Source: an optimization exercise on an open RTL-to-GDS flow (aim: small area, a short achievable clock period and few clock cycles per item). Production flows keep margins and buffers that such runs may drop. In this exercise RTL edits were held to simulation tests only and were not proved equivalent to the original. Power is estimated from default activity; no workload was simulated.

$ cat flow/design.v
module muldiv_engine #(
  parameter int WIDTH      = 32,
  parameter int MUL_STAGES = 2
) (
  input  logic             clock,
  input  logic             reset,
  input  logic             flush,
  input  logic [WIDTH-1:0] in_src0,
  input  logic [WIDTH-1:0] in_src1,
  input  logic [1:0]       in_op,
  input  logic             in_sign,
  input  logic             in_valid,
  output logic             in_ready,
  output logic             out_valid,
  input  logic             out_ready,
  output logic [WIDTH-1:0] out_res0,
  output logic [WIDTH-1:0] out_res1,
  output logic             busy
);
  localparam logic [1:0] IDLE = 2'd0;
  localparam logic [1:0] MUL  = 2'd1;
  localparam logic [1:0] DIV  = 2'd2;
  localparam logic [1:0] DONE = 2'd3;
  localparam logic [1:0] OP_MUL = 2'd1;
  localparam logic [1:0] OP_DIV = 2'd2;
  logic [1:0]  state;
  logic [4:0]  cnt;      
  logic [63:0] P;        
  logic [34:0] A;        
  logic [32:0] B;        
  logic        qneg, rneg;
  logic accept;
  assign in_ready  = (state == IDLE) && !flush;
  assign accept    = in_valid && in_ready;
  assign out_valid = (state == DONE);
  assign busy      = (state != IDLE);
  muldiv_add #(.N(32)) u_neg0 (.a(P[31:0]  ^ {32{qneg}}), .b(32'd0), .cin(qneg), .s(out_res0));
  muldiv_add #(.N(32)) u_neg1 (.a(P[63:32] ^ {32{rneg}}), .b(32'd0), .cin(rneg), .s(out_res1));
  logic        nega, negb, dz, swap;
  logic [31:0] ya, yb, absa, mcand, mplier;
  logic [34:0] ealign;
  logic [5:0]  la, lb, lmin;
  logic [4:0]  ma, mb;
  logic        za, zb;
  logic [6:0]  diff;
  assign nega   = in_sign & in_src0[31];
  assign negb   = in_sign & in_src1[31];
  assign ya     = in_src0 ^ {32{nega}};
  assign yb     = in_src1 ^ {32{negb}};
  muldiv_msb u_msba (.x(ya), .m(ma), .z(za));
  muldiv_msb u_msbb (.x(yb), .m(mb), .z(zb));
  assign la     = za ? 6'd0 : {1'b0, ma} + 6'd1;
  assign lb     = zb ? 6'd0 : {1'b0, mb} + 6'd1;
  muldiv_add #(.N(32)) u_absa (.a(ya), .b(32'd0), .cin(nega), .s(absa));
  assign dz     = (in_src1 == 32'd0);
  assign swap   = zb ? 1'b0 : za ? 1'b1 : (mb > ma);
  assign lmin   = swap ? la : lb;
  assign mcand  = swap ? in_src1 : in_src0;
  assign mplier = swap ? in_src0 : in_src1;
  assign diff   = (za ? 7'h7f : {2'b00, ma}) + {6'd0, nega} - (zb ? 7'h7f : {2'b00, mb});
  assign ealign = ~(35'({yb, 1'b0} << {diff[5:1], 1'b0}) | {34'd0, negb}
                    | ({35{negb}} & ~(35'h7ffffffff << {diff[5:1], 1'b1})));
  logic [37:0] bx;
  logic [4:0]  win;
  logic        n1, o1, t1b, n0, o0, t0b;
  logic [34:0] s1, s0, pp1, pp0;
  logic [63:0] mul_next;
  assign bx  = {{4{B[32]}}, B, 1'b0};
  assign win = bx[{cnt[3:0], 2'b00} +: 5];
  assign n1  = win[4] & ~(win[3] & win[2]);
  assign o1  = win[3] ^ win[2];
  assign t1b = (win[4] & ~win[3] & ~win[2]) | (~win[4] & win[3] & win[2]);
  assign n0  = win[2] & ~(win[1] & win[0]);
  assign o0  = win[1] ^ win[0];
  assign t0b = (win[2] & ~win[1] & ~win[0]) | (~win[2] & win[1] & win[0]);
  assign s1  = ({35{o1}} & A) | ({35{t1b}} & {A[33:0], 1'b0});
  assign s0  = ({35{o0}} & A) | ({35{t0b}} & {A[33:0], 1'b0});
  assign pp1 = s1 ^ {35{n1}};
  assign pp0 = s0 ^ {35{n0}};
  logic [37:0] ml, my1, my0, cs_s, cs_c;
  logic [2:0]  mu;
  assign ml   = {P[33:0], 1'b0, n1, 1'b0, n0};
  assign my1  = {pp1[34], pp1, 2'b00};
  assign my0  = {{3{pp0[34]}}, pp0};
  assign cs_s = ml ^ my1 ^ my0;
  assign cs_c = (ml & my1) | (ml & my0) | (my1 & my0);
  assign mu   = {2'b00, cs_c[37]} - {2'b00, my1[37]} - {2'b00, my0[37]};
  muldiv_add #(.N(64)) u_mul (.a({P[59:34], cs_s}), .b({{23{mu[2]}}, mu, cs_c[36:0], 1'b0}),
                              .cin(1'b0), .s(mul_next));
  logic [34:0] d1, d2;
  logic        ge1, ge2, dpos;
  logic [31:0] r1, r2;
  muldiv_add #(.N(35)) u_d1 (.a({3'b000, P[63:32]}), .b(A), .cin(dpos), .s(d1));
  assign ge1 = ~d1[34];
  assign r1  = ge1 ? d1[31:0] : P[63:32];
  muldiv_add #(.N(35)) u_d2 (.a({3'b000, r1}), .b({A[34], A[34:1]}), .cin(dpos), .s(d2));
  assign ge2 = ~d2[34];
  assign r2  = ge2 ? d2[31:0] : r1;
  always_ff @(posedge clock) begin
    if (reset) begin
      state <= IDLE;
    end else if (flush) begin
      state <= IDLE;
    end else begin
      case (state)
        IDLE: begin
          if (accept) begin
            if (in_op == OP_MUL) state <= MUL;
            else if (in_op == OP_DIV) state <= (dz || diff[6]) ? DONE : DIV;
          end
        end
        MUL:  if (cnt == 5'd0) state <= DONE;
        DIV:  if (cnt == 5'd0) state <= DONE;
        DONE: if (out_ready) state <= IDLE;
        default: state <= IDLE;
      endcase
    end
  end
  always_ff @(posedge clock) begin
    case (state)
      IDLE: begin
        if (accept) begin
          if (in_op == OP_DIV) begin
            A    <= ealign;
            P    <= {absa, {32{dz}}};
            cnt  <= diff[5:1];
            dpos <= ~negb;
            qneg <= (nega ^ negb) & ~dz;
            rneg <= nega;
          end else begin
            A    <= {{3{in_sign & mcand[31]}}, mcand};
            B    <= {in_sign & mplier[31], mplier};
            P    <= 64'd0;
            cnt  <= {1'b0, lmin[5:2]};
            qneg <= 1'b0;
            rneg <= 1'b0;
          end
        end
      end
      MUL: begin
        P   <= mul_next;
        cnt <= cnt - 5'd1;
      end
      DIV: begin
        P   <= {r2, P[29:0], ge1, ge2};
        A   <= {{2{A[34]}}, A[34:2]};
        cnt <= cnt - 5'd1;
      end
      default: ;
    endcase
  end
endmodule
module muldiv_add #(
  parameter int N = 32
) (
  input  logic [N-1:0] a,
  input  logic [N-1:0] b,
  input  logic         cin,
  output logic [N-1:0] s
);
  localparam int L = $clog2(N);
  logic [N-1:0] p0;
  logic [N-1:0] g [0:L];
  logic [N-1:0] p [0:L];
  assign p0   = a ^ b;
  assign g[0] = (a & b) | {{(N-1){1'b0}}, p0[0] & cin};
  assign p[0] = p0;
  for (genvar l = 0; l < L; l++) begin : g_lvl
    for (genvar i = 0; i < N; i++) begin : g_bit
      if ((i >> l) % 2 == 1) begin : g_comb
        localparam int J = ((i >> l) << l) - 1;
        assign g[l+1][i] = g[l][i] | (p[l][i] & g[l][J]);
        assign p[l+1][i] = p[l][i] & p[l][J];
      end else begin : g_pass
        assign g[l+1][i] = g[l][i];
        assign p[l+1][i] = p[l][i];
      end
    end
  end
  assign s = p0 ^ {g[L][N-2:0], cin};
endmodule
module muldiv_msb (
  input  logic [31:0] x,
  output logic [4:0]  m,
  output logic        z
);
  logic [15:0]      z1;
  logic [15:0][0:0] p1;
  logic [7:0]       z2;
  logic [7:0][1:0]  p2;
  logic [3:0]       z3;
  logic [3:0][2:0]  p3;
  logic [1:0]       z4;
  logic [1:0][3:0]  p4;
  always_comb begin
    for (int i = 0; i < 16; i++) begin
      z1[i] = ~(x[2*i+1] | x[2*i]);
      p1[i] = x[2*i+1];
    end
    for (int i = 0; i < 8; i++) begin
      z2[i] = z1[2*i+1] & z1[2*i];
      p2[i] = z1[2*i+1] ? {1'b0, p1[2*i]} : {1'b1, p1[2*i+1]};
    end
    for (int i = 0; i < 4; i++) begin
      z3[i] = z2[2*i+1] & z2[2*i];
      p3[i] = z2[2*i+1] ? {1'b0, p2[2*i]} : {1'b1, p2[2*i+1]};
    end
    for (int i = 0; i < 2; i++) begin
      z4[i] = z3[2*i+1] & z3[2*i];
      p4[i] = z3[2*i+1] ? {1'b0, p3[2*i]} : {1'b1, p3[2*i+1]};
    end
    z = z4[1] & z4[0];
    m = z4[1] ? {1'b0, p4[0]} : {1'b1, p4[1]};
  end
endmodule
$ cat flow/run.sh
#!/bin/bash
# synth_recipe.tcl (not shown) runs the flow's synth.tcl, then flattens the netlist and writes it again
# the make line also repeats each setting of config.mk as NAME=value (left out here)
make -C /OpenROAD-flow-scripts/flow DESIGN_CONFIG=/design/flow/config.mk WORK_HOME=/design/flow/orfs CLKGATE_MAP_FILE= SYNTH_SCRIPT=/design/flow/synth_recipe.tcl finish
$ cat flow/config.mk
export PLATFORM = sky130hd
export DESIGN_NAME = muldiv_engine
export DESIGN_NICKNAME = muldiv_engine
export VERILOG_FILES = /design/flow/design.v
export SDC_FILE = /design/flow/constraint.sdc
export NUM_CORES = 4
export LEC_CHECK = 0
export CAP_MARGIN = 20
export CORE_MARGIN = 2
export CORE_UTILIZATION = 40
export SETUP_SLACK_MARGIN = 5
export SLEW_MARGIN = 20
$ cat flow/constraint.sdc
create_clock -name core_clock -period 11.0 [get_ports {clock}]
set_input_delay 2.2000 -clock core_clock [delete_from_list [all_inputs] [get_ports {clock}]]
set_output_delay 2.2000 -clock core_clock [all_outputs]
set_load 0.01 [all_outputs]
==> notes.md, run 1 <==
* Status: complete, no violations
* H-tree Lvls at 4
* Peak Freq at 159 MHz
* Clk root buf: clkbuf_16
* Die height at around 240 microns
* CP Max Fanout at 10
* Combinational group share of total power at around four fifths
* Clock period minus worst slack at 6.29 ns
* Synth area leader: edfxtp_1
* CP Data Required Time at 11.26 ns
* Slowest CP cell: fa_2
* DRC errors left at 0
* Slew headroom at 25.1%
* PortBufs at around 140
* Starting Density at 40.6%
* Critical path cell sequence: clkdlybuf4s15_2, or3_4, o22a_1, nor3_4, inv_4, a21oi_4, nor2_4, o21ai_1, ha_1, nor2_2, fa_2, buf_12, clkinv_8, mux4_2, xnor2_1, nand2_1, o211ai_1, a21oi_2, o221ai_1, o21a_1
* Site Rows at 86
* Slew @ Worst Pin at 1.12 ns
* Most common cell after layout, fill and taps aside: nand2_1
* Sum Neg Setup Slack at 0 ns
* Hpwl dp at roughly 66,000 microns
* Filler cells at 5,050
* Worst Setup SP: in_src1[24]
* CTS Buf Count at 17
* Initial DRC Count at 2,833
* Antenna violations before repair at 1
* Ant diodes at 0
* Hold path start: state[1]
* Class of the worst hold path: reg2reg
* GRT Util Overall at 33.1%
* Final hold vios at 0
* Worst setup EP type: register
* Worst vdd rail ir drop at 0.000126 V
* P&R area growth vs syn at 34.1%
* Async set or reset register ratio after synthesis at 0%
* CP Launch Type: primary input
* First-pass GRT wire length at 143,000 microns
* Post-Route WL at between 100,000 and 150,000 microns
* P_leak at roughly 12 nW
* DRT Pass-1 Iters at 6
* Ports at 139
* Synth area leaders: edfxtp_1 (19%), xnor2_1 (10%), ha_1 (9.2%)
* Worst-Skew Late Latency at 0.51 ns
* GPL Wtd Cong at 1.01
* Number of synthesis warnings at 11
* Unrepaired setup endpoints after global routing: true
* Die Wd at 241 microns
* Clock share of power at 8.2%
* Fin nets at 3,317
* Share of the yosys chip area belonging to registers at 18.9%
* Final cycle utilization of the critical path at 57.2%
* CP arrival at 6.55 ns
* Setup CP Type: in2reg
* Avg Inst Size Synth at 8.10 sq um
* Final Util at between 50 and 60%
* Synth cell types at 100
* Syn_nets at just over 3,000
* Max incr delay on CP at 0.53 ns
* Synthesized instance count at 2,773
* Post-synth EDFFs at 140
* Clk sinks at 142
* Drt wl/cell at 26.4 microns
* Clock skew at 0.0261 ns
* Post-synthesis cell area at 0.0225 sq mm
* Maxcap violations at 0
* Critical R2R Launch: cnt[0]
* Clock Path Buffers at 2
* Main synth FF type: edfxtp_1
* Pin count of the biggest net entering global routing at just over 60
* Synth top area share at a little under a fifth
* Post-synthesis register bit count at 142
* Psw at 3.66 mW
* Finish-stage setup viols at 0
* Delay-heaviest family, CP: compound AO/OA/AOI/OAI gates
* CTS tree: done
* Routed Antenna Nets at 0
* Clock transition at path regs at 0.07 ns
* Most frequent cells in the layout: nand2_1 (267), xnor2_1 (236), buf_4 (211)
* Placeable Area at 0.0553 sq mm
* Int Power at about 3.7 mW
* Vias in the first global route at roughly 23,000
* Share of cells above drive strength 1 at 26.7%
* CP Buf/Inv Count at 4
* Final Max Tran Viols at 0
* Routed via count at ~24,000
* Final worst slack at 4.71 ns
* Die area at roughly 0.058 sq mm
* Pre-CTS setup slack at 2.03 ns
* Sw Ratio at 49.6%
* Via-per-instance ratio at 6.44
* Seq pwr share at 10.4%
* Grt total ovfl at 0
* PwrDens at 245 mW/mm^2
path summary, 6_finish.rpt:
path              cells after the start  slack (ns)       end
setup / recovery                     20        4.71     A[25]
hold reg to reg                       2        0.58  state[1]
setup reg to reg                     26        4.81     P[62]
hold / removal                        2        0.58  state[1]
sequential cells by signal, indices dropped and copies added, names as in the netlist:
name,flops
A,35
B,33
P,64
cnt,5
dpos,1
qneg,1
rneg,1
state,2
synth_stat cells, drive strengths merged, types with 21 or more instances:
| cell type | count |
|---|---|
| inv | 106 |
| a211oi | 23 |
| nor3 | 64 |
| a21o | 53 |
| a21oi | 231 |
| a22oi | 83 |
| edfxtp | 140 |
| nand3 | 67 |
| o21a | 35 |
| mux4 | 25 |
| clkbuf | 150 |
| o211ai | 27 |
| ha | 166 |
| nand4 | 22 |
| and2 | 21 |
| nor2 | 161 |
| xor2 | 81 |
| xnor2 | 258 |
| o221ai | 31 |
| fa | 53 |
| nand2 | 284 |
| mux2i | 56 |
| o22ai | 38 |
| a31oi | 29 |
| o21ai | 188 |
| buf | 53 |
cell families (layout without fill, tap and decap cells):
| kind of cell | count (synthesis) | count (layout) | share of synthesized area (%) |
|---|---|---|---|
| AO/OA/AOI/OAI | 890 | 890 | 26.0 |
| AND/OR/NAND/NOR | 775 | 779 | 16.4 |
| XOR/XNOR | 339 | 341 | 13.2 |
| buffers and inverters | 310 | 570 | 5.57 |
| adder cells (fa/ha/maj) | 219 | 219 | 14.0 |
| flip-flops | 142 | 142 | 18.9 |
| multiplexers | 98 | 98 | 5.89 |
layout make-up:
cell class | count | area [sq um] | area share, %
multi-input cells | 2327 | 19600 | 65.0
repair inverters | 5 | 65.1 | 0.216
clock inverters | 11 | 110 | 0.365
repair buffers | 426 | 4270 | 14.2
inverters | 107 | 459 | 1.52
well taps | 748 | 936 | 3.11
clock buffers | 21 | 460 | 1.53
flip-flops and latches | 142 | 4240 | 14.1
power by group through the flow:
stage               clock, mW  sequential [mW]  combinational, mW
floorplan                   0            0.733               3.30
global placement            0            0.792               4.18
detailed placement          0            0.793               4.26
CTS                     0.605            0.765               5.03
global route            0.620            0.771               6.41
finish                  0.603            0.766               6.00
tightest hold or removal path: stages, from the launching register on:
cell and delay (ns):
dfxtp_1 0.34, a21oi_1 0.14, nor3_1 0.05
stage by stage:
stage	hold WS (ns)	power (mW)	area [sq um]	std cells
after CTS	0.580	6.40	28200	3706
after global placement	0.560	4.97	24700	3501
after detailed placement	0.572	5.06	24700	3501
final	0.576	7.37	30100	3787
after floorplan	0.521	4.03	23000	2773
after global routing	0.596	7.80	30100	3787
what timing repair did:
action	CTS	global route
buffers inserted	148	76
hold buffers	0	0
gates resized for setup	496	305
pin swaps	107	167
gates cloned	25	5
endpoints found under the setup margin	154	90
per-layer routing:
metal / part of all wire [%] / vias up / global-route usage [%] / wire, microns
li1: - / 10800 / - / -
met5: 0.013 / - / 0 / 13
met2: 44 / 1440 / 51.5 / 44400
met1: 39 / 11800 / 43.2 / 38900
met4: 6.5 / 2 / 19.2 / 6520
met3: 10 / 356 / 5.97 / 10200
Testbench counts, summed over its fixed seeds: cycles 18,301, items 3,200.
==> inputs of run 2 (changes only) <==
--- a/flow/config.mk
+++ b/flow/config.mk
@@ -9,4 +9,3 @@
 export CORE_MARGIN = 2
 export CORE_UTILIZATION = 40
-export SETUP_SLACK_MARGIN = 5
 export SLEW_MARGIN = 20
==> notes.md, run 2 <==
* Post-Route WL at 89,800 microns (-10%)
* Share of cells above drive strength 1 at 7.01% (-20 points)
* Number of synthesis warnings at 11 (unchanged)
* Vias in the first global route at 20,900 (-7.7%)
* Seq pwr share at 13.6% (+3.2 points)
* Max incr delay on CP at 0.94 ns (+0.41 ns)
* Die height at 241 microns (unchanged)
* Ports at 139 (unchanged)
* Status: complete, no violations
* Int Power at 2.80 mW (-25%)
* Syn_nets at 3,064 (unchanged)
* Clock transition at path regs at 0.07 ns (about the same)
* Clock skew at 0.0188 ns (-0.00726 ns)
* Clock Path Buffers at 2 (unchanged)
* Pre-CTS setup slack at 1.86 ns (-0.168 ns)
* GPL Wtd Cong at 0.981 (-2.9%)
* Clock share of power at 10.4% (+2.2 points)
* Peak Freq at 113 MHz (-29%)
* CP Max Fanout at 21 (+11)
* Slew headroom at 31.6% (+6.5 points)
* Slowest CP cell: o41ai_1
* First-pass GRT wire length at 133,000 microns (-7.0%)
* Psw at 2.94 mW (-20%)
* GR Util met1 at 41.2% (-2.0 points)
* Final Non-Filler Cells at 3,543 (-6.4%)
* Antenna violations before repair at 0 (-1)
* Fin nets at 3,075 (-7.3%)
* DRT Pass-1 Iters at 6 (unchanged)
* Placed inst area at 0.0245 sq mm (-0.85%)
* Clk root buf: clkbuf_16
* Avg Inst Size Synth at 8.10 sq um (unchanged)
* Drt wl/cell at 25.4 microns (-4.0%)
* Synth cell types at 100 (unchanged)
* Clk sinks at 142 (unchanged)
* Initial DRC Count at 2,375 (-16%)
* Peak-usage layer in the global routing report: met2
* Worst-Skew Late Latency at 0.51 ns (about the same)
* Post-synthesis cell area at 0.0225 sq mm (unchanged)
* Final Max Tran Viols at 0 (unchanged)
* Clock period minus worst slack at 8.89 ns (+2.59 ns)
* P_leak at 9.42 nW (-18%)
* Final Util at 45.2% (-9.2 points)
* Post-synthesis xor/xnor area fraction at 13.2% (unchanged)
* Synth area leaders: edfxtp_1 (19%), xnor2_1 (10%), ha_1 (9.2%)
* Crit-path most repeated cell: fa_1
* PortBufs at 138 (unchanged)
* Worst vdd rail ir drop at 0.000138 V (+10%)
* Async set or reset register ratio after synthesis at 0% (unchanged)
* M3 GR Usage at 5.30% (-0.67 points)
* Post-synthesis register bit count at 142 (unchanged)
* Setup Fix Bufs, Post-CTS at 0 (-100%)
* Combinational group share of total power at 76.0% (-5.4 points)
* Largest registers: P: 64 flops, A: 35 flops, B: 33 flops
* Largest register FFs at 64 (unchanged)
* Ant diodes at 0 (unchanged)
* Die Wd at 241 microns (unchanged)
* CP Launch Type: register
* Post-synth EDFFs at 140 (unchanged)
* Synth top area share at 18.7% (unchanged)
* Placed cells at 3,513 (+0.34%)
* Main synth FF type: edfxtp_1
* Sw Ratio at 51.3% (+1.7 points)
* Most frequent cells in the layout: nand2_1 (281), xnor2_1 (255), a21oi_1 (228)
* Grt total ovfl at 0 (unchanged)
* CP arrival at 9.10 ns (+2.55 ns)
* Post-Synth Adder-Cell Area at 14.0% (unchanged)
* Post-CTS resize count at 0 (-100%)
* Final hold slack at 0.570 ns (-0.00618 ns)
* PwrDens at 229 mW/mm^2 (-6.3%)
* Largest Register: P
* Final hold vios at 0 (unchanged)
* Routed via count at 22,400 (-8.1%)
* Share of the yosys chip area belonging to registers at 18.9% (unchanged)
* Combinational family with the most area after synthesis: compound AO/OA/AOI/OAI gates
* Hold-fix buffers, CTS at 0 (unchanged)
* Design area at 0.0250 sq mm (-17%)
* Finish-stage setup viols at 0 (unchanged)
* Routed Antenna Nets at 0 (unchanged)
* GRT Util Overall at 30.8% (-2.3 points)
* Via-per-instance ratio at 6.32 (-1.8%)
* Slew @ Worst Pin at 1.01 ns (-0.109 ns)
* Top-count cell post-synth: nand2_1
* Most instantiated cells after synthesis: nand2_1 (282), xnor2_1 (258), a21oi_1 (229)
* Synthesized instance count at 2,773 (unchanged)
* Maxcap violations at 0 (unchanged)
* Final worst slack at 2.11 ns (-2.59 ns)
* CTS tree: done
* Die area at 0.0581 sq mm (unchanged)
* Sum Neg Setup Slack at 0 ns (unchanged)
* CTS Buf Count at 17 (unchanged)
* Site Rows at 86 (unchanged)
* Worst setup EP type: register
* Simple-gate share of the synthesized area at 16.4% (unchanged)
* Compound-gate portion of the synthesized area at 26.0% (unchanged)
* Power, Total at 5.74 mW (-22%)
* Class of the worst hold path: reg2reg
* H-tree Lvls at 4 (unchanged)
* Starting Density at 40.6% (unchanged)
* Mux share of post-synthesis cell area at 5.89% (unchanged)
* Unrepaired setup endpoints after global routing: false
* Placeable Area at 0.0553 sq mm (unchanged)
* P&R area growth vs syn at 11.4%
* CP Data Required Time at 11.21 ns (-0.05 ns)
* Pin count of the biggest net entering global routing at 65 (+4.8%)
* M2 GR Usage at 47.9% (-3.6 points)
* DRC errors left at 0 (unchanged)
* Final cycle utilization of the critical path at 80.8% (+24 points)
* Setup CP Type: reg2reg
* Most common cell after layout, fill and taps aside: nand2_1
* Synth area leader: edfxtp_1
* Hpwl dp at 67,500 microns (+2.4%)
==> run 2: cell counts after synthesis <==
No cell type changed its count.
==> run 2: cell families after synthesis <==
group,after synthesis
muxes,98
buffers and inverters,310
xor gates and xnor gates,339
and+or+nand+nor,775
DFF,142
AOI/OAI and AO/OA,890
adders and majority gates,219
==> run 2: power by group through the flow <==
stage                     logic [mW]  registers, mW  clock network [mW]
after floorplan                 3.23          0.734                   0
after global placement          4.16          0.789                   0
after detailed placement        4.24          0.791                   0
after CTS                       4.28          0.779               0.601
after global routing            4.76          0.787               0.617
final                           4.36          0.780               0.595
==> run 2: routing by layer <==
metal  wire length [microns]  share of wire [%]  vias up
met4                    4670                5.2        0
met5                       0                  0        -
met3                    8230                9.2      200
met2                   39700                 44     1200
li1                        -                  -    10300
met1                   37300                 41    10700
==> run 2: layout make-up <==
type                       count  area, sq um
fill                        5552        30300
multi-input combinational   2321        17100
sequential                   142         4240
timing repair buffer         195         1810
tap                          748          936
clock buffer                  18          429
inverter                     107          402
clock inverter                12          124
==> run 2: path summary, 6_finish.rpt <==
path                 start       end  slack (ns)  cells past startpoint
setup / recovery     P[32]     P[58]        2.11                     25
hold / removal    state[1]  state[1]        0.57                      2
setup reg to reg     P[32]     P[58]        2.11                     25
hold reg to reg   state[1]  state[1]        0.57                      2
==> run 2: worst max-delay path, delay by kind of cell, from the launching register on <==
kind                     cells  cell delay, ns
AND/OR/NAND/NOR              2            0.35
flip-flops                   1            0.56
AO/OA/AOI/OAI               15            5.69
multiplexers                 1            0.24
buffers and inverters        3            0.42
adder cells (fa/ha/maj)      4            1.28
==> inputs of run 3 (changes only) <==
==> flow/flow/run.sh (new file) <==
#!/bin/bash
# Standard synthesis and layout; only the setup repair margin is raised so
# that repair_timing works towards a shorter period than the 11 ns clock.
set -euo pipefail
bash standard.sh synth > synth.log 2>&1
bash standard.sh finish SETUP_SLACK_MARGIN=6 > layout.log 2>&1
==> flow/standard.sh (new file) <==
#!/bin/bash
# synth_recipe.tcl (not shown) runs the flow's synth.tcl, then flattens the netlist and writes it again
# the make line also repeats each setting of config.mk as NAME=value (left out here)
make -C /OpenROAD-flow-scripts/flow DESIGN_CONFIG=/design/flow/config.mk WORK_HOME=/design/flow/orfs CLKGATE_MAP_FILE= SYNTH_SCRIPT=/design/flow/synth_recipe.tcl "${@:-finish}"
removed: flow/run.sh
==> notes.md, run 3 <==
* Hold-fix buffers, CTS at 0 (unchanged)
* Status: complete, no violations
* Routed Antenna Nets at 0 (unchanged)
* Clk root buf: clkbuf_16
* CP Max Fanout at 10 (-52%)
* Worst setup EP type: register
* H-tree Lvls at 4 (unchanged)
* Post-synth EDFFs at 140 (unchanged)
* Routed via count at 25,500 (+14%)
* Async set or reset register ratio after synthesis at 0% (unchanged)
* Site Rows at 86 (unchanged)
* Final Max Tran Viols at 0 (unchanged)
* Initial DRC Count at 2,783 (+17%)
* Clock transition at path regs at 0.08 ns (about the same)
* Critical R2R Launch: A[13]
* Clock Path Buffers at 2 (unchanged)
* Filler cells at 4,612 (-17%)
* CP Launch Type: primary input
* CP arrival at 6.66 ns (-2.44 ns)
* Syn_nets at 3,064 (unchanged)
* Area of the multi-input gates at 0.0206 sq mm (+21%)
* P_leak at 12.8 nW (+36%)
* Avg Inst Size Synth at 8.10 sq um (unchanged)
* CTS tree: done
* PortBufs at 138 (unchanged)
* Synth top area share at 18.7% (unchanged)
* Number of synthesis warnings at 11 (unchanged)
* Reg2Reg Depth at 26 (+4.0%)
* Peak Freq at 155 MHz (+38%)
* Grt total ovfl at 0 (unchanged)
* Maxcap violations at 0 (unchanged)
* Post-synthesis cell area at 0.0225 sq mm (unchanged)
* Hold path start: state[0]
* Most frequent cells in the layout: buf_4 (268), nand2_1 (261), xnor2_1 (207)
* Combinational family with the most area after synthesis: compound AO/OA/AOI/OAI gates
* Synth area leader: edfxtp_1
* Most common cell after layout, fill and taps aside: buf_4
* Die height at 241 microns (unchanged)
* Die Wd at 241 microns (unchanged)
* Share of the yosys chip area belonging to registers at 18.9% (unchanged)
* Most instantiated cells after synthesis: nand2_1 (282), xnor2_1 (258), a21oi_1 (229)
* Hold path cells at 2 (unchanged)
* Main synth FF type: edfxtp_1
* First-pass GRT wire length at 150,000 microns (+13%)
* Clock period minus worst slack at 6.44 ns (-2.45 ns)
* Post-Synth Adder-Cell Area at 14.0% (unchanged)
* P&R area growth vs syn at 46.5%
* Placed inst area at 0.0250 sq mm (+2.3%)
* Post-synthesis register bit count at 142 (unchanged)
* Final cycle utilization of the critical path at 58.5% (-22 points)
* Drt wl/cell at 26.9 microns (+5.9%)
* Sum Neg Setup Slack at 0 ns (unchanged)
* Slew headroom at 21.0% (-11 points)
* GRT Util Overall at 34.7% (+3.9 points)
* Post-Route WL at 106,000 microns (+18%)
* Placeable Area at 0.0553 sq mm (unchanged)
* Die area at 0.0581 sq mm (unchanged)
* Worst-Skew Late Latency at 0.50 ns (about the same)
* Final hold vios at 0 (unchanged)
* GPL Wtd Cong at 0.989 (+0.74%)
* Hold endpoint: state[0]
* Mux share of post-synthesis cell area at 5.89% (unchanged)
* Design area at 0.0329 sq mm (+32%)
* Worst vdd rail ir drop at 0.000139 V (+0.28%)
* Starting Density at 40.6% (unchanged)
* Largest register FFs at 64 (unchanged)
* Final hold slack at 0.594 ns (+0.0238 ns)
* Slew @ Worst Pin at 1.19 ns (+0.172 ns)
* Clock skew at 0.0172 ns (-0.00157 ns)
* Synth area leaders: edfxtp_1 (19%), xnor2_1 (10%), ha_1 (9.2%)
* Register area at 0.00424 sq mm (unchanged)
* Simple-gate share of the synthesized area at 16.4% (unchanged)
* Unrepaired setup endpoints after global routing: true
* Class of the worst hold path: reg2reg
* Post-synthesis xor/xnor area fraction at 13.2% (unchanged)
* Finish-stage setup viols at 0 (unchanged)
* Fin nets at 3,470 (+13%)
* Compound-gate portion of the synthesized area at 26.0% (unchanged)
* Clk sinks at 142 (unchanged)
* Ports at 139 (unchanged)
* Reg2reg setup slack at 4.77 ns (+2.66 ns)
* Synthesized instance count at 2,773 (unchanged)
* PwrDens at 250 mW/mm^2 (+9.0%)
* Vias in the first global route at 24,100 (+15%)
* Largest registers: P: 64 flops, A: 35 flops, B: 33 flops
* Setup CP Type: in2reg
* Synth cell types at 100 (unchanged)
* Power, Total at 8.22 mW (+43%)
* Largest Register: P
* Via-per-instance ratio at 6.48 (+2.5%)
* RR Endpoint: P[49]
* Pin count of the biggest net entering global routing at 65 (unchanged)
* DRC errors left at 0 (unchanged)
* Share of cells above drive strength 1 at 36.4% (+29 points)
* CTS Buf Count at 17 (unchanged)
* Hpwl dp at 66,600 microns (-1.3%)
* Antenna violations before repair at 3 (+3)
* CP Data Required Time at 11.22 ns (about the same)
* DRT Pass-1 Iters at 6 (unchanged)
* Top-count cell post-synth: nand2_1
run 3: where the power goes:
group          leakage (nW)  total, mW  internal, mW  switching (mW)
logic                  11.2       6.85          3.23            3.62
registers              1.35      0.770         0.671          0.0997
clock network         0.270      0.605         0.313           0.291
run 3: how the worst max path moves through the flow:
stage / startpoint / endpoint / slack (ns)
2_1_floorplan: in_src0[31] / A[30] / 4.54
3_3_place_gp: in_sign / A[33] / 2.04
3_5_place_dp: in_sign / A[33] / 1.98
4_1_cts: in_sign / A[29] / 4.63
5_1_grt: in_sign / A[29] / 4.44
6_report: in_src0[20] / A[31] / 4.56
run 3: through the flow:
step           std cells  utilization (%)  setup slack (ns)
4_1_cts             3840             55.4              4.63
3_3_place_gp        3500             45.3              2.04
5_1_grt             3941             59.5              4.44
2_1_floorplan       2773                -              4.54
6_report            3942             59.5              4.56
3_5_place_dp        3500             45.3              1.98
run 3: area by class of cell:
type                            count  share of cell area (%)
Timing Repair inverter              5                   0.217
Tap cell                          748                    2.84
Clock buffer                       17                    1.29
Clock inverter                     15                   0.411
Timing Repair Buffer              579                    18.3
Sequential cell                   142                    12.9
Multi-Input combinational cell   2327                    62.6
Antenna cell                        2                  0.0152
Inverter                          107                    1.46
run 3: timing repair:
action                                  CTS  global route
gates resized for setup                 804           357
pin swaps                               184           230
setup buffers                           270            98
endpoints found under the setup margin  193           245
cloned                                   38             2
run 3: worst max-delay path: stages:
cell	delay [ns]
clkdlybuf4s15_2	0.32
or2_2	0.37
o32a_1	0.21
nor2_2	0.22
a211oi_1	0.12
o211ai_1	0.46
nand2_2	0.17
nand2_2	0.11
ha_4	0.22
fa_2	0.59
buf_12	0.15
buf_12	0.14
mux2_2	0.34
o21ai_2	0.18
xnor2_2	0.12
mux2i_1	0.20
nor2_1	0.06
a31oi_1	0.15
o211ai_1	0.09
o21ai_1	0.12
o21ai_0	0.09
run 3: logic make-up after synthesis:
logic type | Yosys count
xor gates and xnor gates | 339
adders and majority gates | 219
and+or+nand+nor | 775
muxes | 98
AOI/OAI and AO/OA | 890
DFF | 142
buffers and inverters | 310
run 3: routing by layer:
metal  routed length [microns]  vias up  part of all wire [%]  global-route usage (%)
met5                        14        -                 0.013                       0
met4                      7970        2                   7.5                    22.6
met3                     11400      487                    11                    6.99
met2                     47200     1745                    45                    53.9
met1                     39200    12200                    37                    43.9
li1                          -    11100                     -                       -
==> inputs of run 4 (changes only) <==
--- a/flow/design.v
+++ b/flow/design.v
@@ -30,4 +30,5 @@
   logic [32:0] B;        
   logic        qneg, rneg;
+  logic [5:0]  bc;       
   logic accept;
   assign in_ready  = (state == IDLE) && !flush;
@@ -48,6 +49,6 @@
   assign ya     = in_src0 ^ {32{nega}};
   assign yb     = in_src1 ^ {32{negb}};
-  muldiv_msb u_msba (.x(ya), .m(ma), .z(za));
-  muldiv_msb u_msbb (.x(yb), .m(mb), .z(zb));
+  muldiv_msb u_msba (.x({in_src0[31] & ~in_sign, in_src0[31:1] ^ in_src0[30:0]}), .m(ma), .z(za));
+  muldiv_msb u_msbb (.x({in_src1[31] & ~in_sign, in_src1[31:1] ^ in_src1[30:0]}), .m(mb), .z(zb));
   assign la     = za ? 6'd0 : {1'b0, ma} + 6'd1;
   assign lb     = zb ? 6'd0 : {1'b0, mb} + 6'd1;
@@ -61,17 +62,26 @@
   assign ealign = ~(35'({yb, 1'b0} << {diff[5:1], 1'b0}) | {34'd0, negb}
                     | ({35{negb}} & ~(35'h7ffffffff << {diff[5:1], 1'b1})));
-  logic [37:0] bx;
-  logic [4:0]  win;
+  function automatic logic [5:0] booth_ctl(input logic [4:0] w);
+    booth_ctl = {w[4] & ~(w[3] & w[2]), w[3] ^ w[2],
+                 (w[4] & ~w[3] & ~w[2]) | (~w[4] & w[3] & w[2]),
+                 w[2] & ~(w[1] & w[0]), w[1] ^ w[0],
+                 (w[2] & ~w[1] & ~w[0]) | (~w[2] & w[1] & w[0])};
+  endfunction
+  logic [37:0] bx, bxa, bxb;
+  logic [3:0]  cnt_dn, ia, ib;
+  logic [5:0]  bc_next, bca, bcb;
   logic        n1, o1, t1b, n0, o0, t0b;
   logic [34:0] s1, s0, pp1, pp0;
   logic [63:0] mul_next;
-  assign bx  = {{4{B[32]}}, B, 1'b0};
-  assign win = bx[{cnt[3:0], 2'b00} +: 5];
-  assign n1  = win[4] & ~(win[3] & win[2]);
-  assign o1  = win[3] ^ win[2];
-  assign t1b = (win[4] & ~win[3] & ~win[2]) | (~win[4] & win[3] & win[2]);
-  assign n0  = win[2] & ~(win[1] & win[0]);
-  assign o0  = win[1] ^ win[0];
-  assign t0b = (win[2] & ~win[1] & ~win[0]) | (~win[2] & win[1] & win[0]);
+  assign cnt_dn  = cnt[3:0] - 4'd1;
+  assign bx      = {{4{B[32]}}, B, 1'b0};
+  assign bc_next = booth_ctl(bx[{cnt_dn, 2'b00} +: 5]);
+  assign ia      = za ? 4'd0 : 4'(({1'b0, ma} + 6'd1) >> 2);
+  assign ib      = zb ? 4'd0 : 4'(({1'b0, mb} + 6'd1) >> 2);
+  assign bxa     = {{5{in_sign & in_src0[31]}}, in_src0, 1'b0};
+  assign bxb     = {{5{in_sign & in_src1[31]}}, in_src1, 1'b0};
+  assign bca     = booth_ctl(bxa[{ia, 2'b00} +: 5]);
+  assign bcb     = booth_ctl(bxb[{ib, 2'b00} +: 5]);
+  assign {n1, o1, t1b, n0, o0, t0b} = bc;
   assign s1  = ({35{o1}} & A) | ({35{t1b}} & {A[33:0], 1'b0});
   assign s0  = ({35{o0}} & A) | ({35{t0b}} & {A[33:0], 1'b0});
@@ -88,13 +98,18 @@
   muldiv_add #(.N(64)) u_mul (.a({P[59:34], cs_s}), .b({{23{mu[2]}}, mu, cs_c[36:0], 1'b0}),
                               .cin(1'b0), .s(mul_next));
-  logic [34:0] d1, d2;
+  logic [34:0] d1, d2a;
+  logic [35:0] d2b, cs3_s, cs3_c;
+  logic [34:0] eh;
   logic        ge1, ge2, dpos;
-  logic [31:0] r1, r2;
-  muldiv_add #(.N(35)) u_d1 (.a({3'b000, P[63:32]}), .b(A), .cin(dpos), .s(d1));
+  logic [31:0] r2;
+  assign eh    = {A[34], A[34:1]};
+  assign cs3_s = {4'b0000, P[63:32]} ^ {A[34], A} ^ {eh[34], eh};
+  assign cs3_c = {(({3'b000, P[63:32]} & A) | ({3'b000, P[63:32]} & eh) | (A & eh)), dpos};
+  muldiv_add #(.N(35)) u_d1  (.a({3'b000, P[63:32]}), .b(A),  .cin(dpos), .s(d1));
+  muldiv_add #(.N(35)) u_d2a (.a({3'b000, P[63:32]}), .b(eh), .cin(dpos), .s(d2a));
+  muldiv_add #(.N(36)) u_d2b (.a(cs3_s), .b(cs3_c), .cin(dpos), .s(d2b));
   assign ge1 = ~d1[34];
-  assign r1  = ge1 ? d1[31:0] : P[63:32];
-  muldiv_add #(.N(35)) u_d2 (.a({3'b000, r1}), .b({A[34], A[34:1]}), .cin(dpos), .s(d2));
-  assign ge2 = ~d2[34];
-  assign r2  = ge2 ? d2[31:0] : r1;
+  assign ge2 = ge1 ? ~d2b[35] : ~d2a[34];
+  assign r2  = ge1 ? (ge2 ? d2b[31:0] : d1[31:0]) : (ge2 ? d2a[31:0] : P[63:32]);
   always_ff @(posedge clock) begin
     if (reset) begin
@@ -131,4 +146,5 @@
             A    <= {{3{in_sign & mcand[31]}}, mcand};
             B    <= {in_sign & mplier[31], mplier};
+            bc   <= swap ? bca : bcb;
             P    <= 64'd0;
             cnt  <= {1'b0, lmin[5:2]};
@@ -140,4 +156,5 @@
       MUL: begin
         P   <= mul_next;
+        bc  <= bc_next;
         cnt <= cnt - 5'd1;
       end
==> flow/run.sh (new file) <==
#!/bin/bash
# synth_recipe.tcl (not shown) runs the flow's synth.tcl, then flattens the netlist and writes it again
# the make line also repeats each setting of config.mk as NAME=value (left out here)
make -C /OpenROAD-flow-scripts/flow DESIGN_CONFIG=/design/flow/config.mk WORK_HOME=/design/flow/orfs CLKGATE_MAP_FILE= SYNTH_SCRIPT=/design/flow/synth_recipe.tcl finish
--- a/flow/config.mk
+++ b/flow/config.mk
@@ -9,3 +9,4 @@
 export CORE_MARGIN = 2
 export CORE_UTILIZATION = 40
+export SETUP_SLACK_MARGIN = 5
 export SLEW_MARGIN = 20
removed: flow/flow/run.sh
removed: flow/standard.sh
==> notes.md, run 4 <==
* Status: complete, no violations
* H-tree Lvls at 4 (unchanged)
* Post-Route WL at 107,000 microns (+1.1%)
* Clk sinks at 148 (+4.2%)
* CP Max Fanout at 8 (-2)
* Ports at 139 (unchanged)
* Final Max Tran Viols at 0 (unchanged)
* Worst setup EP type: register
* Avg Inst Size Synth at 8.33 sq um (+2.8%)
* CP Data Required Time at 11.25 ns (+0.03 ns)
* PwrDens at 179 mW/mm^2 (-28%)
* Critical path cell sequence: buf_4, inv_1, ha_4, or4_1, o21a_1, o21a_4, inv_4, nor2_1, ha_1, ha_4, xnor2_4, buf_12, buf_12, mux4_2, buf_4, xnor2_1, o211ai_1, a21oi_2, o221ai_1, o21a_1
* Pin count of the biggest net entering global routing at 66 (+1.5%)
* Grt total ovfl at 0 (unchanged)
* Unrepaired setup endpoints after global routing: true
* Class of the worst hold path: reg2reg
* Maxcap violations at 0 (unchanged)
* Worst vdd rail ir drop at 0.000140 V (+0.51%)
* Clock skew at 0.0266 ns (+0.00938 ns)
* Largest register FFs at 64 (unchanged)
* Top-count cell post-synth: a21oi_1
* Post-synthesis xor/xnor area fraction at 13.0% (-0.20 points)
* Final hold vios at 0 (unchanged)
* P_leak at 12.8 nW (-0.65%)
* Synth area leaders: edfxtp_1 (17%), ha_1 (11%), xnor2_1 (7.2%)
* Slew @ Worst Pin at 1.06 ns (-0.122 ns)
* Site Rows at 93 (+8.1%)
* DRC errors left at 0 (unchanged)
* Die area at 0.0671 sq mm (+15%)
* Finish-stage setup viols at 0 (unchanged)
* Most common cell after layout, fill and taps aside: a21oi_1
* P&R area growth vs syn at 20.7%
* Critical R2R Launch: A[23]
* Combinational family with the most area after synthesis: compound AO/OA/AOI/OAI gates
* Die height at 259 microns (+7.5%)
* Ant diodes at 0 (-2)
* First-pass GRT wire length at 158,000 microns (+5.0%)
* Async set or reset register ratio after synthesis at 0% (unchanged)
* Worst path depth at 20 (-4.8%)
* Simple-gate share of the synthesized area at 14.9% (-1.5 points)
* Delay-heaviest family, CP: compound AO/OA/AOI/OAI gates
* Slowest CP cell: or4_1
* Post-synth EDFFs at 146 (+4.3%)
* GRT Util Overall at 31.2% (-3.5 points)
* Synth cell types at 113 (+13%)
* Hold-fix buffers, CTS at 0 (unchanged)
* Drt wl/cell at 25.7 microns (-4.2%)
* Starting Density at 40.4% (-0.20 points)
* Clock transition at path regs at 0.07 ns (about the same)
* Reg2Reg Depth at 17 (-35%)
* Clk root buf: clkbuf_16
* PortBufs at 138 (unchanged)
* CP Launch Type: primary input
* Synthesized instance count at 3,123 (+13%)
* Initial DRC Count at 2,666 (-4.2%)
* Largest Register: P
* RR Endpoint: P[61]
* Synth top area share at 16.9% (-1.9 points)
* Main synth FF type: edfxtp_1
* CP endpoint: A[22]
* Share of the yosys chip area belonging to registers at 17.0% (-1.9 points)
* Post-Synth Adder-Cell Area at 17.6% (+3.6 points)
* Most instantiated cells after synthesis: a21oi_1 (246), ha_1 (222), inv_1 (215)
* Share of cells above drive strength 1 at 19.6% (-17 points)
* GPL Wtd Cong at 1.01 (+2.7%)
* Antenna violations before repair at 0 (-3)
* Slew headroom at 29.0% (+8.0 points)
* Worst-Skew Late Latency at 0.50 ns (about the same)
* DRT Pass-1 Iters at 6 (unchanged)
* Fin nets at 3,674 (+5.9%)
* CP arrival at 6.46 ns (-0.20 ns)
* Post-synthesis register bit count at 148 (+4.2%)
* Sum Neg Setup Slack at 0 ns (unchanged)
* CTS Buf Count at 17 (unchanged)
* Synth area leader: edfxtp_1
* Mux share of post-synthesis cell area at 6.19% (+0.31 points)
* Syn_nets at 3,507 (+14%)
* Placeable Area at 0.0643 sq mm (+16%)
* Hpwl dp at 79,300 microns (+19%)
* Peak Freq at 161 MHz (+3.7%)
* CTS tree: done
* Clock Path Buffers at 2 (unchanged)
* CP Buf/Inv Count at 6 (+3)
* Post-synthesis cell area at 0.0260 sq mm (+16%)
* Clock period minus worst slack at 6.21 ns (-0.229 ns)
* Via-per-instance ratio at 6.25 (-3.5%)
* Vias in the first global route at 25,000 (+3.6%)
* Routed Antenna Nets at 0 (unchanged)
* Compound-gate portion of the synthesized area at 24.8% (-1.2 points)
* Number of synthesis warnings at 14 (+3)
* Final cycle utilization of the critical path at 56.5% (-2.1 points)
* Reg2reg setup slack at 5.24 ns (+0.47 ns)
* Die Wd at 259 microns (+7.5%)
* Most frequent cells in the layout: a21oi_1 (211), ha_1 (200), nor2_1 (192)
* Worst Setup SP: in_src1[10]
* Setup CP Type: in2reg
* Largest registers: P: 64 flops, A: 35 flops, B: 33 flops
* Routed via count at 26,000 (+1.8%)
* Max incr delay on CP at 0.52 ns (-0.07 ns)
* Final Util at 48.8% (-11 points)
## run 4: logic make-up (layout without fill, tap and decap cells)
| kind of cell | count (synthesis) | count (layout) |
|---|---|---|
| AO/OA/AOI/OAI | 974 | 975 |
| XOR/XNOR | 384 | 384 |
| adder cells (fa/ha/maj) | 312 | 312 |
| buffers and inverters | 414 | 586 |
| flip-flops | 148 | 148 |
| multiplexers | 122 | 122 |
| AND/OR/NAND/NOR | 769 | 776 |
## run 4: what timing repair did
action	CTS	global route
setup endpoints to repair	132	72
pin swaps	94	60
buffers inserted	91	51
resized for setup	598	76
gates cloned	9	3
## run 4: layout make-up
type	instances	area, sq um
Sequential cell	148	4420
Timing Repair Buffer	335	3060
Tap cell	855	1070
Fill cell	6192	32900
Multi-Input combinational cell	2569	21400
Clock buffer	18	429
Clock inverter	14	143
Inverter	219	857
## run 4: how the worst min path moves through the flow
stage | start | endpoint | slack (ns) | cells past startpoint
floorplan | state[0] | state[0] | 0.49 | 2
global placement | cnt[4] | cnt[4] | 0.64 | 2
detailed placement | state[1] | state[1] | 0.67 | 2
CTS | state[1] | state[1] | 0.68 | 2
global route | state[1] | state[1] | 0.75 | 2
finish | cnt[4] | cnt[4] | 0.71 | 2
## run 4: power by group
group	switching [mW]	internal, mW
Sequential	0.132	0.711
Combinational	2.38	1.79
Clock	0.287	0.318
## run 4: stage by stage
| step | std cells | hold WS, ns | total power, mW | setup WS, ns | cell area (sq um) |
|---|---|---|---|---|---|
| finish | 4158 | 0.711 | 5.62 | 4.79 | 31400 |
| detailed placement | 3971 | 0.667 | 4.51 | 2.27 | 28400 |
| global route | 4158 | 0.746 | 5.99 | 4.69 | 31400 |
| floorplan | 3123 | 0.486 | 3.52 | 4.48 | 26400 |
| global placement | 3971 | 0.645 | 4.48 | 2.29 | 28300 |
| CTS | 4103 | 0.681 | 5.45 | 4.83 | 30700 |
## run 4: routing by layer
metal	track usage [%]	vias up	share of wire [%]
met5	0	-	0
met4	15.2	0	5.6
met3	5.09	294	8.1
met2	49.6	1327	45
met1	41.1	12600	41
li1	-	11700	-
## run 4: worst register-to-register path, stage by stage, from the launching register on
cell,delay (ns)
edfxtp_1,0.76
a22oi_1,0.22
xor2_1,0.22
fa_1,0.53
inv_1,0.04
ha_1,0.34
a21o_1,0.19
a21oi_1,0.16
o21bai_1,0.10
a2111o_1,0.41
a31oi_1,0.21
o221ai_1,0.27
o2111ai_1,0.75
nand2_1,0.27
a221oi_1,0.56
nor3b_1,0.10
a31oi_1,0.20
o221ai_1,0.14
Testbench counts of run 4, summed over its fixed seeds: cycles 18,301, items 3,200.
==> inputs of run 5 (changes only) <==
--- a/flow/design.v
+++ b/flow/design.v
@@ -18,16 +18,17 @@
   output logic             busy
 );
-  localparam logic [1:0] IDLE = 2'd0;
-  localparam logic [1:0] MUL  = 2'd1;
-  localparam logic [1:0] DIV  = 2'd2;
-  localparam logic [1:0] DONE = 2'd3;
+  localparam logic [2:0] IDLE = 3'd0;
+  localparam logic [2:0] MUL  = 3'd1;
+  localparam logic [2:0] NORM = 3'd2;
+  localparam logic [2:0] DIV  = 3'd3;
+  localparam logic [2:0] DONE = 3'd4;
   localparam logic [1:0] OP_MUL = 2'd1;
   localparam logic [1:0] OP_DIV = 2'd2;
-  logic [1:0]  state;
+  logic [2:0]  state;
   logic [4:0]  cnt;      
   logic [63:0] P;        
   logic [34:0] A;        
   logic [32:0] B;        
-  logic        qneg, rneg;
+  logic        qneg;
   logic [5:0]  bc;       
   logic accept;
@@ -37,7 +38,7 @@
   assign busy      = (state != IDLE);
   muldiv_add #(.N(32)) u_neg0 (.a(P[31:0]  ^ {32{qneg}}), .b(32'd0), .cin(qneg), .s(out_res0));
-  muldiv_add #(.N(32)) u_neg1 (.a(P[63:32] ^ {32{rneg}}), .b(32'd0), .cin(rneg), .s(out_res1));
+  assign out_res1 = P[63:32];
   logic        nega, negb, dz, swap;
-  logic [31:0] ya, yb, absa, mcand, mplier;
+  logic [31:0] yb, bm1, mcand, mplier;
   logic [34:0] ealign;
   logic [5:0]  la, lb, lmin;
@@ -47,5 +48,4 @@
   assign nega   = in_sign & in_src0[31];
   assign negb   = in_sign & in_src1[31];
-  assign ya     = in_src0 ^ {32{nega}};
   assign yb     = in_src1 ^ {32{negb}};
   muldiv_msb u_msba (.x({in_src0[31] & ~in_sign, in_src0[31:1] ^ in_src0[30:0]}), .m(ma), .z(za));
@@ -53,5 +53,5 @@
   assign la     = za ? 6'd0 : {1'b0, ma} + 6'd1;
   assign lb     = zb ? 6'd0 : {1'b0, mb} + 6'd1;
-  muldiv_add #(.N(32)) u_absa (.a(ya), .b(32'd0), .cin(nega), .s(absa));
+  muldiv_add #(.N(32)) u_bm1 (.a(in_src1), .b(32'hffffffff), .cin(1'b0), .s(bm1));
   assign dz     = (in_src1 == 32'd0);
   assign swap   = zb ? 1'b0 : za ? 1'b1 : (mb > ma);
@@ -60,6 +60,7 @@
   assign mplier = swap ? in_src0 : in_src1;
   assign diff   = (za ? 7'h7f : {2'b00, ma}) + {6'd0, nega} - (zb ? 7'h7f : {2'b00, mb});
-  assign ealign = ~(35'({yb, 1'b0} << {diff[5:1], 1'b0}) | {34'd0, negb}
-                    | ({35{negb}} & ~(35'h7ffffffff << {diff[5:1], 1'b1})));
+  assign ealign = {35{~dneg}}
+                ^ (35'(A << {cnt, 1'b1})
+                   | ({35{~dpos | dneg}} & ~(35'h7ffffffff << {cnt, 1'b1})));
   function automatic logic [5:0] booth_ctl(input logic [4:0] w);
     booth_ctl = {w[4] & ~(w[3] & w[2]), w[3] ^ w[2],
@@ -98,17 +99,20 @@
   muldiv_add #(.N(64)) u_mul (.a({P[59:34], cs_s}), .b({{23{mu[2]}}, mu, cs_c[36:0], 1'b0}),
                               .cin(1'b0), .s(mul_next));
-  logic [34:0] d1, d2a;
+  logic [34:0] rx, d1, d2a, eh;
   logic [35:0] d2b, cs3_s, cs3_c;
-  logic [34:0] eh;
-  logic        ge1, ge2, dpos;
+  logic        sd1, sd2a, sd2b;
+  logic        ge1, ge2, dpos, dneg, cval, cdec;
   logic [31:0] r2;
+  assign rx    = {{3{dneg & P[63]}}, P[63:32]};
   assign eh    = {A[34], A[34:1]};
-  assign cs3_s = {4'b0000, P[63:32]} ^ {A[34], A} ^ {eh[34], eh};
-  assign cs3_c = {(({3'b000, P[63:32]} & A) | ({3'b000, P[63:32]} & eh) | (A & eh)), dpos};
-  muldiv_add #(.N(35)) u_d1  (.a({3'b000, P[63:32]}), .b(A),  .cin(dpos), .s(d1));
-  muldiv_add #(.N(35)) u_d2a (.a({3'b000, P[63:32]}), .b(eh), .cin(dpos), .s(d2a));
-  muldiv_add #(.N(36)) u_d2b (.a(cs3_s), .b(cs3_c), .cin(dpos), .s(d2b));
-  assign ge1 = ~d1[34];
-  assign ge2 = ge1 ? ~d2b[35] : ~d2a[34];
+  assign cval  = dneg | dpos;
+  assign cdec  = ~dneg & dpos;
+  assign cs3_s = {rx[34], rx} ^ {A[34], A} ^ {eh[34], eh};
+  assign cs3_c = {((rx & A) | (rx & eh) | (A & eh)), cval};
+  muldiv_add2 #(.N(35)) u_d1  (.a(rx), .b(A),  .cv(cval), .cd(cdec), .s(d1),  .sd(sd1));
+  muldiv_add2 #(.N(35)) u_d2a (.a(rx), .b(eh), .cv(cval), .cd(cdec), .s(d2a), .sd(sd2a));
+  muldiv_add2 #(.N(36)) u_d2b (.a(cs3_s), .b(cs3_c), .cv(cval), .cd(cdec), .s(d2b), .sd(sd2b));
+  assign ge1 = sd1 ^ ~dneg;
+  assign ge2 = ge1 ? (sd2b ^ ~dneg) : (sd2a ^ ~dneg);
   assign r2  = ge1 ? (ge2 ? d2b[31:0] : d1[31:0]) : (ge2 ? d2a[31:0] : P[63:32]);
   always_ff @(posedge clock) begin
@@ -122,8 +126,9 @@
           if (accept) begin
             if (in_op == OP_MUL) state <= MUL;
-            else if (in_op == OP_DIV) state <= (dz || diff[6]) ? DONE : DIV;
+            else if (in_op == OP_DIV) state <= (dz || diff[6]) ? DONE : NORM;
           end
         end
         MUL:  if (cnt == 5'd0) state <= DONE;
+        NORM: state <= DIV;
         DIV:  if (cnt == 5'd0) state <= DONE;
         DONE: if (out_ready) state <= IDLE;
@@ -137,10 +142,10 @@
         if (accept) begin
           if (in_op == OP_DIV) begin
-            A    <= ealign;
-            P    <= {absa, {32{dz}}};
+            A    <= {3'b000, (nega & ~negb) ? bm1 : yb};
+            P    <= {in_src0, {32{dz}}};
             cnt  <= diff[5:1];
             dpos <= ~negb;
+            dneg <= nega;
             qneg <= (nega ^ negb) & ~dz;
-            rneg <= nega;
           end else begin
             A    <= {{3{in_sign & mcand[31]}}, mcand};
@@ -150,5 +155,4 @@
             cnt  <= {1'b0, lmin[5:2]};
             qneg <= 1'b0;
-            rneg <= 1'b0;
           end
         end
@@ -158,4 +162,7 @@
         bc  <= bc_next;
         cnt <= cnt - 5'd1;
+      end
+      NORM: begin
+        A <= ealign;
       end
       DIV: begin
@@ -231,2 +238,34 @@
   end
 endmodule
+module muldiv_add2 #(
+  parameter int N = 32
+) (
+  input  logic [N-1:0] a,
+  input  logic [N-1:0] b,
+  input  logic         cv,
+  input  logic         cd,
+  output logic [N-1:0] s,
+  output logic         sd
+);
+  localparam int L = $clog2(N);
+  logic [N-1:0] p0;
+  logic [N-1:0] g [0:L];
+  logic [N-1:0] p [0:L];
+  assign p0   = a ^ b;
+  assign g[0] = a & b;
+  assign p[0] = p0;
+  for (genvar l = 0; l < L; l++) begin : g_lvl
+    for (genvar i = 0; i < N; i++) begin : g_bit
+      if ((i >> l) % 2 == 1) begin : g_comb
+        localparam int J = ((i >> l) << l) - 1;
+        assign g[l+1][i] = g[l][i] | (p[l][i] & g[l][J]);
+        assign p[l+1][i] = p[l][i] & p[l][J];
+      end else begin : g_pass
+        assign g[l+1][i] = g[l][i];
+        assign p[l+1][i] = p[l][i];
+      end
+    end
+  end
+  assign s  = p0 ^ {g[L][N-2:0] | (p[L][N-2:0] & {(N-1){cv}}), cv};
+  assign sd = p0[N-1] ^ (g[L][N-2] | (p[L][N-2] & cd));
+endmodule
==> flow/flow/run.sh (new file) <==
#!/bin/bash
# Standard synthesis and layout; only the setup repair margin is raised so
# that repair_timing works towards a shorter period than the 11 ns clock.
set -euo pipefail
bash standard.sh synth > synth.log 2>&1
bash standard.sh finish SETUP_SLACK_MARGIN=6 > layout.log 2>&1
==> flow/standard.sh (new file) <==
#!/bin/bash
# synth_recipe.tcl (not shown) runs the flow's synth.tcl, then flattens the netlist and writes it again
# the make line also repeats each setting of config.mk as NAME=value (left out here)
make -C /OpenROAD-flow-scripts/flow DESIGN_CONFIG=/design/flow/config.mk WORK_HOME=/design/flow/orfs CLKGATE_MAP_FILE= SYNTH_SCRIPT=/design/flow/synth_recipe.tcl "${@:-finish}"
--- a/flow/config.mk
+++ b/flow/config.mk
@@ -9,4 +9,3 @@
 export CORE_MARGIN = 2
 export CORE_UTILIZATION = 40
-export SETUP_SLACK_MARGIN = 5
 export SLEW_MARGIN = 20
removed: flow/run.sh
==> notes.md, run 5 <==
* Status: complete, no violations
* Vias in the first global route at 25,700 (+2.7%)
* Routed Antenna Nets at 0 (unchanged)
* Placed inst area at 0.0269 sq mm (-5.1%)
* Top-count cell post-synth: a21oi_1
* Clk sinks at 149 (+0.68%)
* Combinational group share of total power at 76.0% (+1.8 points)
* Synth cell types at 108 (-4.4%)
* Grt total ovfl at 0 (unchanged)
* Syn_nets at 3,373 (-3.8%)
* Fin nets at 3,700 (+0.71%)
* Sum Neg Setup Slack at 0 ns (unchanged)
* Placeable Area at 0.0614 sq mm (-4.6%)
* PwrDens at 187 mW/mm^2 (+4.4%)
* Synth area leaders: edfxtp_1 (18%), ha_1 (11%), xnor2_1 (7.0%)
* Max incr delay on CP at 0.35 ns (-0.17 ns)
* Async set or reset register ratio after synthesis at 0% (unchanged)
* Die height at 253 microns (-2.5%)
* Int Power at 3.14 mW (+11%)
* Die Wd at 253 microns (-2.5%)
* Clock Path Buffers at 2 (unchanged)
* Maxcap violations at 0 (unchanged)
* Psw at 3.00 mW (+7.0%)
* Slew headroom at 18.1% (-11 points)
* Synth area leader: edfxtp_1
* Initial DRC Count at 3,383 (+27%)
* Most instantiated cells after synthesis: a21oi_1 (246), o21ai_0 (222), ha_1 (221)
* M1 wire length at 42,500 microns (-4.0%)
* Worst setup EP type: register
* Unrepaired setup endpoints after global routing: true
* Synth top area share at 17.7% (+0.87 points)
* Post-synth EDFFs at 146 (unchanged)
* Main synth FF type: edfxtp_1
* Starting Density at 40.3% (-0.13 points)
* Class of the worst hold path: reg2reg
* Setup CP Type: in2reg
* Final cycle utilization of the critical path at 51.4% (-5.1 points)
* Highest metal used: met4
* Number of synthesis warnings at 14 (unchanged)
* Avg Inst Size Synth at 8.24 sq um (-1.1%)
* Metal3 WL at 11,600 microns (+34%)
* Seq pwr share at 13.2% (-1.8 points)
* CP Launch Type: primary input
* Antenna violations before repair at 0 (unchanged)
* Final Max Tran Viols at 0 (unchanged)
* GRT Util Overall at 34.7% (+3.5 points)
* P&R area growth vs syn at 32.8%
* Clock period minus worst slack at 5.65 ns (-0.561 ns)
* Worst vdd rail ir drop at 0.000147 V (+5.1%)
* Drt wl/cell at 28.1 microns (+9.3%)
* Routed via count at 27,000 (+3.8%)
* Share of cells above drive strength 1 at 27.2% (+7.6 points)
* Clock skew at 0.0158 ns (-0.0108 ns)
* First-pass GRT wire length at 164,000 microns (+3.9%)
* Ant diodes at 0 (unchanged)
* Largest registers: P: 64 flops, A: 35 flops, B: 33 flops
* Synthesized instance count at 3,003 (-3.8%)
* Clk root buf: clkbuf_16
* Post-Route WL at 116,000 microns (+8.6%)
* Sw Ratio at 48.9% (-1.0 points)
* H-tree Lvls at 4 (unchanged)
* Post-synthesis cell area at 0.0247 sq mm (-4.9%)
* PortBufs at 138 (unchanged)
* Ports at 139 (unchanged)
* CTS tree: done
* Power, Total at 6.13 mW (+9.2%)
* Design area at 0.0329 sq mm (+4.6%)
* Site Rows at 91 (-2.2%)
* Met2 WL post-DR at 52,200 microns (+8.6%)
* CP Max Fanout at 4 (-4)
* Pin count of the biggest net entering global routing at 53 (-20%)
* Clock share of power at 10.8% (about the same)
* Peak Freq at 177 MHz (+9.9%)
* Post-synthesis register bit count at 149 (+0.68%)
* CP Data Required Time at 11.20 ns (-0.05 ns)
* Hold-fix buffers, CTS at 0 (unchanged)
* Finish-stage setup viols at 0 (unchanged)
* Slowest CP cell: o32ai_4
* Largest Register: P
* Via-per-instance ratio at 6.53 (+4.5%)
* CTS Buf Count at 17 (unchanged)
* Share of the yosys chip area belonging to registers at 18.0% (+0.96 points)
* Critical path cell sequence: buf_12, clkinv_8, ha_4, nor4b_4, nand2_2, o211a_1, o32ai_4, inv_4, ha_4, nor2b_4, o21a_1, o21a_1, o21ai_1, inv_1, o22ai_4, a21o_4, buf_16, buf_8, nor2_4, clkbuf_16, a21oi_1, o221ai_1, a21oi_1
* Clock transition at path regs at 0.07 ns (about the same)
* Largest register FFs at 64 (unchanged)
* DRC errors left at 0 (unchanged)
* DRT Pass-1 Iters at 8 (+2)
* CP arrival at 5.85 ns (-0.61 ns)
* GPL Wtd Cong at 0.986 (-2.8%)
* Slew @ Worst Pin at 1.22 ns (+0.161 ns)
* Most frequent cells in the layout: buf_4 (287), a21oi_1 (206), nand2_1 (196)
* Final hold vios at 0 (unchanged)
* Die area at 0.0638 sq mm (-4.9%)
* P_leak at 13.4 nW (+4.7%)
* Filler cells at 5,508 (-11%)
* Hpwl dp at 79,300 microns (about the same)
* Most common cell after layout, fill and taps aside: buf_4
* Worst-Skew Late Latency at 0.51 ns (about the same)
## run 5: cell types whose count changed after synthesis, sizes merged, moves of 16 or more
cell and change:
inv -82, xor2 -74, o21ai +35, a222oi +20
nand2 +20, nand3 +20, xnor2 -17, o211ai -16
## run 5: power by group through the flow
stage	Combinational, mW	Clock (mW)	Sequential (mW)
after detailed placement	3.69	0	0.860
after floorplan	2.77	0	0.793
after CTS	4.19	0.657	0.807
after global placement	3.62	0	0.860
after global routing	4.99	0.681	0.814
final	4.66	0.663	0.809
## run 5: what timing repair did
item | CTS | global route
buffers inserted | 196 | 98
resized for setup | 752 | 305
setup endpoints to repair | 205 | 194
pin swaps | 131 | 138
gates cloned | 16 | 8
## run 5: final cells by class
type | instances | area [sq um] | area share [%]
Clock inverter | 14 | 188 | 0.571
Sequential cell | 149 | 4440 | 13.5
Tap cell | 790 | 988 | 3.01
Timing Repair inverter | 1 | 7.51 | 0.0228
Timing Repair Buffer | 507 | 5030 | 15.3
Clock buffer | 18 | 429 | 1.31
Multi-Input combinational cell | 2517 | 21100 | 64.3
Inverter | 137 | 643 | 1.96
## run 5: routing by layer
metal  up-vias  track usage (%)
li1      11800                -
met4         0             24.7
met2      1645             55.6
met1     13100             41.5
met3       443             6.86
met5         -                0
## run 5: final timing paths
kind              cells past startpoint  slack [ns]        from  endpoint
setup / recovery                     23        5.35  in_src1[7]     A[20]
hold reg to reg                       2        0.69        P[0]      P[2]
hold / removal                        2        0.69        P[0]      P[2]
setup reg to reg                     20        5.95       bc[4]     P[60]
## run 5: worst max-delay path, delay by kind of cell
family                     cells  cell delay (ns)
AOI/OAI and AO/OA             10             1.62
adders and majority gates      2             0.50
buffers and inverters          7             0.81
and+or+nand+nor                4             0.70
## run 5: cell families (layout without fill, tap and decap cells)
family / after synthesis / count (layout) / synth area share (%)
AO/OA/AOI/OAI: 985 / 987 / 26.4
buffers and inverters: 345 / 677 / 5.90
multiplexers: 115 / 115 / 5.53
XOR/XNOR: 293 / 293 / 10.5
AND/OR/NAND/NOR: 818 / 824 / 16.3
flip-flops: 149 / 149 / 18.0
adder cells (fa/ha/maj): 298 / 298 / 17.4
## run 5: through the flow
step,util [%],hold slack (ns),worst slack [ns],cells
finish,53.5,0.689,5.35,4133
global placement,43.8,0.687,2.95,3782
detailed placement,43.8,0.683,2.93,3783
global route,53.5,0.760,5.22,4133
floorplan,-,0.606,5.23,3003
CTS,50.2,0.700,5.55,4027
Testbench counts of run 5, summed over its fixed seeds: cycles 19,131, items 3,200.

-- port drivers added, routing unchanged --
The results above use ideal ports. As a check the final layouts listed here were re-extracted and re-timed, cells and wires unchanged.
Step 1 assumes that a clkbuf_16 drives the clock port and a buf_2 every other input.
Step 2, shift: input delay + t, output delay - t, t = (earliest + latest rising clock arrival at the registers) / 2. This alone moves slack from input paths to output paths.
Three values: no drivers, after step 1, after step 2; two values: the first two.
run | t (ns) | setup slack, ns | worst data-port slew with drivers (ns) | cell pins on the clock port's net
run 1 | 0.563 | 4.707 / 4.717 / 4.154 | 0.06 | 1
run 2 | 0.552 | 2.113 / 2.113 / 1.825 | 0.04 | 1
run 3 | 0.548 | 4.560 / 4.580 / 4.031 | 0.06 | 1
run 4 | 0.547 | 4.789 / 4.818 / 4.271 | 0.05 | 1
run 5 | 0.566 | 5.350 / 5.350 / 4.784 | 0.07 | 1
After both steps every run listed still meets setup and hold. The setup slack of run 5, which loses most, moves by 0.000 ns with the drivers and by -0.566 ns with both steps.
